Background: an optimization exercise with open tools, aiming at small area, a short achievable clock period and few clock cycles per item. Do not read the settings as production practice. At most, simulation tests tie the RTL to the original design; equivalence was not proved. Power and IR drop assume default switching activity.

==> flow/design.v (excerpt) <==
module ble_ad_structure_parser (
   input  logic             clock,
   input  logic             reset,
   input  logic             req_valid,
   output logic             req_stall,
   input  logic [16:0]      req_data,    
   output logic             rsp_valid,
   input  logic             rsp_stall,
   output logic [78:0]      rsp_data,    
   input  logic             csr_valid,
   output logic             csr_ready,
   input  logic [7:0]       csr_data
);
   logic [7:0] limit_ff;
   always_ff @(posedge clock) begin
      if (reset) limit_ff <= bap_pkg::NameLimitReset;
      else if (csr_valid && csr_ready) limit_ff <= csr_data;
   end
   bap_front u_front (.clock(clock), .reset(reset), .req_valid(req_valid),
                      .req_stall(req_stall), .req_data(req_data), .csr_ready(csr_ready),
                      .name_limit(limit_ff), .rsp_valid(rsp_valid), .rsp_stall(rsp_stall),
                      .rsp_data(rsp_data));
endmodule
==> flow/config.mk <==
export PLATFORM = sky130hd
export DESIGN_NAME = ble_ad_structure_parser
export DESIGN_NICKNAME = ble_ad_structure_parser
export VERILOG_FILES = /design/flow/design.v
export SDC_FILE = /design/flow/constraint.sdc
export NUM_CORES = 4
export LEC_CHECK = 0
export CAP_MARGIN = 20
export CORE_MARGIN = 2
export CORE_UTILIZATION = 40
export CTS_BUF_LIST = sky130_fd_sc_hd__clkbuf_4 sky130_fd_sc_hd__clkbuf_8
export SETUP_SLACK_MARGIN = 2.8
export SLEW_MARGIN = 20
export SYNTH_HIERARCHICAL = 1
export SYNTH_MINIMUM_KEEP_SIZE = 0
==> flow/constraint.sdc <==
create_clock -name core_clock -period 5.5 [get_ports {clock}]
set_input_delay 1.1000 -clock core_clock [delete_from_list [all_inputs] [get_ports {clock}]]
set_output_delay 1.1000 -clock core_clock [all_outputs]
set_load 0.01 [all_outputs]
standard.sh (not shown) runs the stock make flow with config.mk's settings and CLKGATE_MAP_FILE= SYNTH_SCRIPT=/design/flow/synth_recipe.tcl, a recipe that flattens the netlist after the stock synthesis.
==> flow/flow/run.sh <==
#!/bin/bash
# Standard layout, with the port buffers inserted before placement made of
# sky130_fd_sc_hd__buf_2 cells instead of the buffer buffer_ports picks by default.
set -euo pipefail
export BUFFER_PORTS_ARGS="-buffer_cell sky130_fd_sc_hd__buf_2"
bash standard.sh > standard_flow.log 2>&1
Next try:
--- a/flow/design.v
+++ b/flow/design.v
@@ -217,18 +217,19 @@
             endcase
             if (rem_ff == 8'd1) nz_n = 1'b0;
             ps = pos_ff + 8'd1;
             nmn_n = (ps < name_limit);
             rem = rem_ff - 8'd1;
             if (rem_ff == 8'd1) ph = bap_pkg::PH_LEN;
          end
          default: ;
       endcase
+      if (!act) rec = 1'b0;
       mask[0] = rec && wide;
       mask[1] = rec && wide && (cls_ff == bap_pkg::C_UUID32 || cls_ff == bap_pkg::C_U128 ||
                         cls_ff == bap_pkg::C_CLASS || cls_ff == bap_pkg::C_HASH ||
                         cls_ff == bap_pkg::C_RAND || cls_ff == bap_pkg::C_DEVID);
       mask[2] = rec && wide && (cls_ff == bap_pkg::C_UUID32 || cls_ff == bap_pkg::C_U128 ||
                         cls_ff == bap_pkg::C_HASH || cls_ff == bap_pkg::C_RAND ||
                         cls_ff == bap_pkg::C_DEVID);
       mask[3] = rec && wide && (cls_ff == bap_pkg::C_U128 || cls_ff == bap_pkg::C_HASH ||
                         cls_ff == bap_pkg::C_RAND || cls_ff == bap_pkg::C_DEVID);
@@ -236,20 +237,20 @@
       ent.kind = kind;
       ent.half = half;
       ent.lo = wide ? acc[7:0] : in_b;
       ent.mask = mask;
       ent.end_valid = endb;
       ent.end_status = (ph == bap_pkg::PH_STOP) ? st :
                        ((ph == bap_pkg::PH_LEN) ? 2'd0 : 2'd2);
       ent.num = rec ? cm1 : cn;
    end
-   assign push = go && ((act && rec) || endb);
-   assign wide_push = go && act && rec && wide;
+   assign push = go && (rec || endb);
+   assign wide_push = go && rec && wide;
    always_ff @(posedge clock) begin
       if (reset) begin
          phase_ff <= bap_pkg::PH_LEN; offs_ff <= '0; cnt_ff <= '0; nz_ff <= 1'b0;
       end else if (go) begin
          if (act) begin
             phase_ff <= ph; offs_ff <= (in_first ? 8'd0 : offs_ff) + 8'd1; cnt_ff <= cn;
             nz_ff <= nz_n;
          end else if (in_first) begin
             phase_ff <= bap_pkg::PH_LEN; offs_ff <= '0; cnt_ff <= '0; nz_ff <= 1'b0;
Result:
- The new run went through all stages and came out clean
- core utilization went up by 0.17 points
- cell area barely changes
- synthesized area went down by 0.89%
- total power went down by 1.3%
- fmax went up by 0.61%
- synthesized cell count went down by 1.3%
- non-clock buffer count went up by 1
- routed wire length went down by 2.3%
- sequential cell count stays the same
Testbench counts after the change, summed over its fixed seeds: cycles 94,479, bytes 91,371.
Function not checked in the first run of this note: the RTL went through the layout flow alone.

* * *

v6:
Another version of the RTL of ble_ad_structure_parser (not shown whole).
Size in the first run: ~1000 cells after synthesis, ~210 flip-flops, about 110 I/O pins, about 11000 um2 of cells after synthesis.
export LEC_CHECK = 0
export CAP_MARGIN = 20
export CORE_MARGIN = 2
export CORE_UTILIZATION = 40
export CTS_BUF_LIST = sky130_fd_sc_hd__clkbuf_16
export CTS_CLUSTER_DIAMETER = 100
export CTS_CLUSTER_SIZE = 25
export SETUP_SLACK_MARGIN = 2.8
export SLEW_MARGIN = 20
export SYNTH_HIERARCHICAL = 1
export SYNTH_MINIMUM_KEEP_SIZE = 0
create_clock -name core_clock -period 5.5 [get_ports {clock}]
==> flow/flow/run.sh <==
#!/bin/bash
# Standard layout, with the port buffers inserted before placement made of
# sky130_fd_sc_hd__buf_2 cells instead of the buffer buffer_ports picks by
# default, and without the adder-extraction step in synthesis (ABC maps the
# arithmetic as plain gates).
set -euo pipefail
export BUFFER_PORTS_ARGS="-buffer_cell sky130_fd_sc_hd__buf_2"
export ADDER_MAP_FILE=
bash standard.sh > standard_flow.log 2>&1
Testbench counts of v6, summed over its fixed seeds: cycles 94,479, bytes 91,371.
For v7, these inputs were changed with respect to v6:
-- flow/design.v --
<<< v6, line 67
      end
   endfunction
endpackage
module bap_front (
>>> v7, line 67
      end
   endfunction
   function automatic logic [8:0] add8(input logic [7:0] a, input logic [7:0] b);
      logic c;
      c = 1'b0;
      for (int i = 0; i < 8; i++) begin
         add8[i] = a[i] ^ b[i] ^ c;
         c = (a[i] && b[i]) || (c && (a[i] ^ b[i]));
      end
      add8[8] = c;
   endfunction
endpackage
module bap_front (
<<< v6, line 83
   bap_pkg::entry_type ent;
   logic [63:0] acc;
   logic       in_v, in_first, in_lz, in_l1, in_bz, in_dneg, in_known, in_pre, in_nm;
   logic [7:0] in_b, in_lm1, in_d;
   logic [3:0] in_cls;
   bap_pkg::phase_type phase_ff;
>>> v7, line 92
   bap_pkg::entry_type ent;
   logic [63:0] acc;
   logic       in_v, in_first, in_act, in_end, in_bz, in_dneg, in_known, in_pre, in_nm;
   logic [7:0] in_b, in_d;
   logic [3:0] in_cls;
   bap_pkg::phase_type phase_ff;
<<< v6, line 111
   assign lane = lane_of(cls_ff, pos_ff);
   assign kw = keep_of(cls_ff, pos_ff);
   logic wblock, st_reg, st_if;
   assign wblock = wide_pend && !in_first && nz_ff;
   assign wstall = wblock && !wide_take;
   assign go = in_v && !wstall && (!full || pop);
>>> v7, line 120
   assign lane = lane_of(cls_ff, pos_ff);
   assign kw = keep_of(cls_ff, pos_ff);
   logic wblock, st_reg, st_if, vnf_ff;
   assign wblock = wide_pend && vnf_ff && nz_ff;
   assign wstall = wblock && !wide_take;
   assign go = in_v && !wstall && (!full || pop);
<<< v6, line 123
   assign name_ok = bap_pkg::lt8(pos_ff, name_limit);
   logic [8:0] dfull;
   assign dfull = {1'b0, req_data[8:1]} - 9'd1 - {1'b0, req_data[16:9]};
   always_ff @(posedge clock) begin
      if (reset) in_v <= 1'b0;
      else if (accept) in_v <= 1'b1;
      else if (go) in_v <= 1'b0;
   end
   always_ff @(posedge clock) begin
>>> v7, line 132
   assign name_ok = bap_pkg::lt8(pos_ff, name_limit);
   logic [8:0] dfull;
   logic [8:0] dsum;
   assign dsum = bap_pkg::add8(req_data[8:1], ~req_data[16:9]);
   assign dfull = {!dsum[8], dsum[7:0]};
   logic [7:0] onext, lin, lm1in;
   logic act_in, end_in;
   always_comb begin
      lin = req_data[8:1];
      lm1in = bap_pkg::dec8(lin);
      if (!in_v) onext = offs_ff;
      else if (in_first) onext = {7'd0, in_act};
      else onext = in_act ? bap_pkg::inc8(offs_ff) : offs_ff;
      act_in = (lin != 8'd0) && (req_data[0] || bap_pkg::lt8(onext, lin));
      end_in = (lin != 8'd0) && (req_data[0] ? (lin == 8'd1) : (onext == lm1in));
   end
   always_ff @(posedge clock) begin
      if (reset) begin
         in_v <= 1'b0; vnf_ff <= 1'b0;
      end else if (accept) begin
         in_v <= 1'b1; vnf_ff <= !req_data[0];
      end else if (go) begin
         in_v <= 1'b0; vnf_ff <= 1'b0;
      end
   end
   always_ff @(posedge clock) begin
<<< v6, line 133
         in_first <= req_data[0];
         in_b <= req_data[16:9];
         in_lm1 <= bap_pkg::dec8(req_data[8:1]);
         in_lz <= (req_data[8:1] == 8'd0);
         in_l1 <= (req_data[8:1] == 8'd1);
         in_bz <= (req_data[16:9] == 8'd0);
         in_d <= dfull[7:0];
>>> v7, line 159
         in_first <= req_data[0];
         in_b <= req_data[16:9];
         in_act <= act_in;
         in_end <= end_in;
         in_bz <= (req_data[16:9] == 8'd0);
         in_d <= dfull[7:0];
<<< v6, line 153
   logic [3:0] kind, mask;
   always_comb begin
      act = !in_lz && (in_first || !bap_pkg::lt8(in_lm1, offs_ff));
      endb = !in_lz && (in_first ? in_l1 : (offs_ff == in_lm1));
      stop2 = in_dneg || (!in_first && bap_pkg::lt8(in_d, offs_ff));
      nm = in_pre ? in_nm : nmn_ff;
>>> v7, line 178
   logic [3:0] kind, mask;
   always_comb begin
      act = in_act;
      endb = in_end;
      stop2 = in_dneg || (!in_first && bap_pkg::lt8(in_d, offs_ff));
      nm = in_pre ? in_nm : nmn_ff;
<<< v6, line 258
      ent.kind = kind;
      ent.half = half;
      ent.lo = wide ? acc[7:0] : in_b;
      ent.mask = mask;
      ent.end_valid = endb;
>>> v7, line 283
      ent.kind = kind;
      ent.half = half;
      ent.lo = !rec ? {1'b0, cn} : (wide ? acc[7:0] : in_b);
      ent.mask = mask;
      ent.end_valid = endb;
<<< v6, line 313
      h_next.mask = '0;
      h_next.num = 7'(bap_pkg::inc8({1'b0, h.num}));
   end
   always_comb begin
      val[7:0] = hrec ? h.lo : {1'b0, h.num};
      val[15:8] = acc[15:8] & {8{h.mask[0]}};
      val[23:16] = acc[23:16] & {8{h.mask[1]}};
>>> v7, line 338
      h_next.mask = '0;
      h_next.num = 7'(bap_pkg::inc8({1'b0, h.num}));
      h_next.lo = {1'b0, h_next.num};
   end
   always_comb begin
      val[7:0] = h.lo;
      val[15:8] = acc[15:8] & {8{h.mask[0]}};
      val[23:16] = acc[23:16] & {8{h.mask[1]}};
### Flow results
On v7: met2 wirelength from detailed routing is 3.8% higher than what v6 gave.
v6 leaves more setup margin than v7.
Of v7 and v6, the run reporting the higher register-to-register path setup slack was v6.
Switching share of power was higher in the run labelled v7.
v7 vs. v6: overall via count from detail_route picked up an extra 0.45%; final cell count rose 1.3%; final design area excluding fillers went up; part of the total power dissipated in combinational logic climbed 1.6 points.
Part of the power in the clock network in v7 is 0.2 points above v6.
v7 ends up with a multiplexer share of the synthesized area that is 0.55 points lower than in v6.
From v6 to v7 the numbers moved as follows: post-detailed-route wirelength per cell increased by 0.093 um relative to the old numbers, wire length reported by the detailed router increased by 1.8% relative to the old numbers.
v7 vs. v6: flip-flop and latch count dropped 7, share of the clock period used by the worst path +5.5 points.
For v7, only the layout was checked, not whether the RTL still works.

separate check: timing with driven ports:
In the flow no input, the clock included, has a driving cell. The finished layouts below were timed again as built, in two steps. Step 1: set_driving_cell puts a clkbuf_16 on clock and a buf_2 on each other input, an assumption about the parent block. Step 2 times the ports against the registers' clock, not the clock port: input delays grow and output delays shrink by t, the midpoint of the rising clock arrivals with the driver on. a / b / c = ideal / step 1 / step 2; a / b = the first two.
run | shift t [ns] | setup slack, ns | latest minus earliest clock arrival (ns) | cell pins on the clock port's net
the first run of note 1 | 0.577 | 2.717 / 2.677 / 2.366 | 0.039 / 0.039 | 1
the second run of note 1 | 0.566 | 2.734 / 2.694 / 2.313 | 0.022 / 0.022 | 1
v6 | 0.518 | 2.770 / 2.728 / 2.431 | 0.032 / 0.032 | 1
v7 | 0.510 | 2.470 / 2.469 / 1.960 | 0.025 / 0.025 | 1
After both steps every run listed still meets setup and hold. For v7, which loses most, drivers alone change the setup slack by -0.001 ns; drivers and shift together by -0.510 ns.
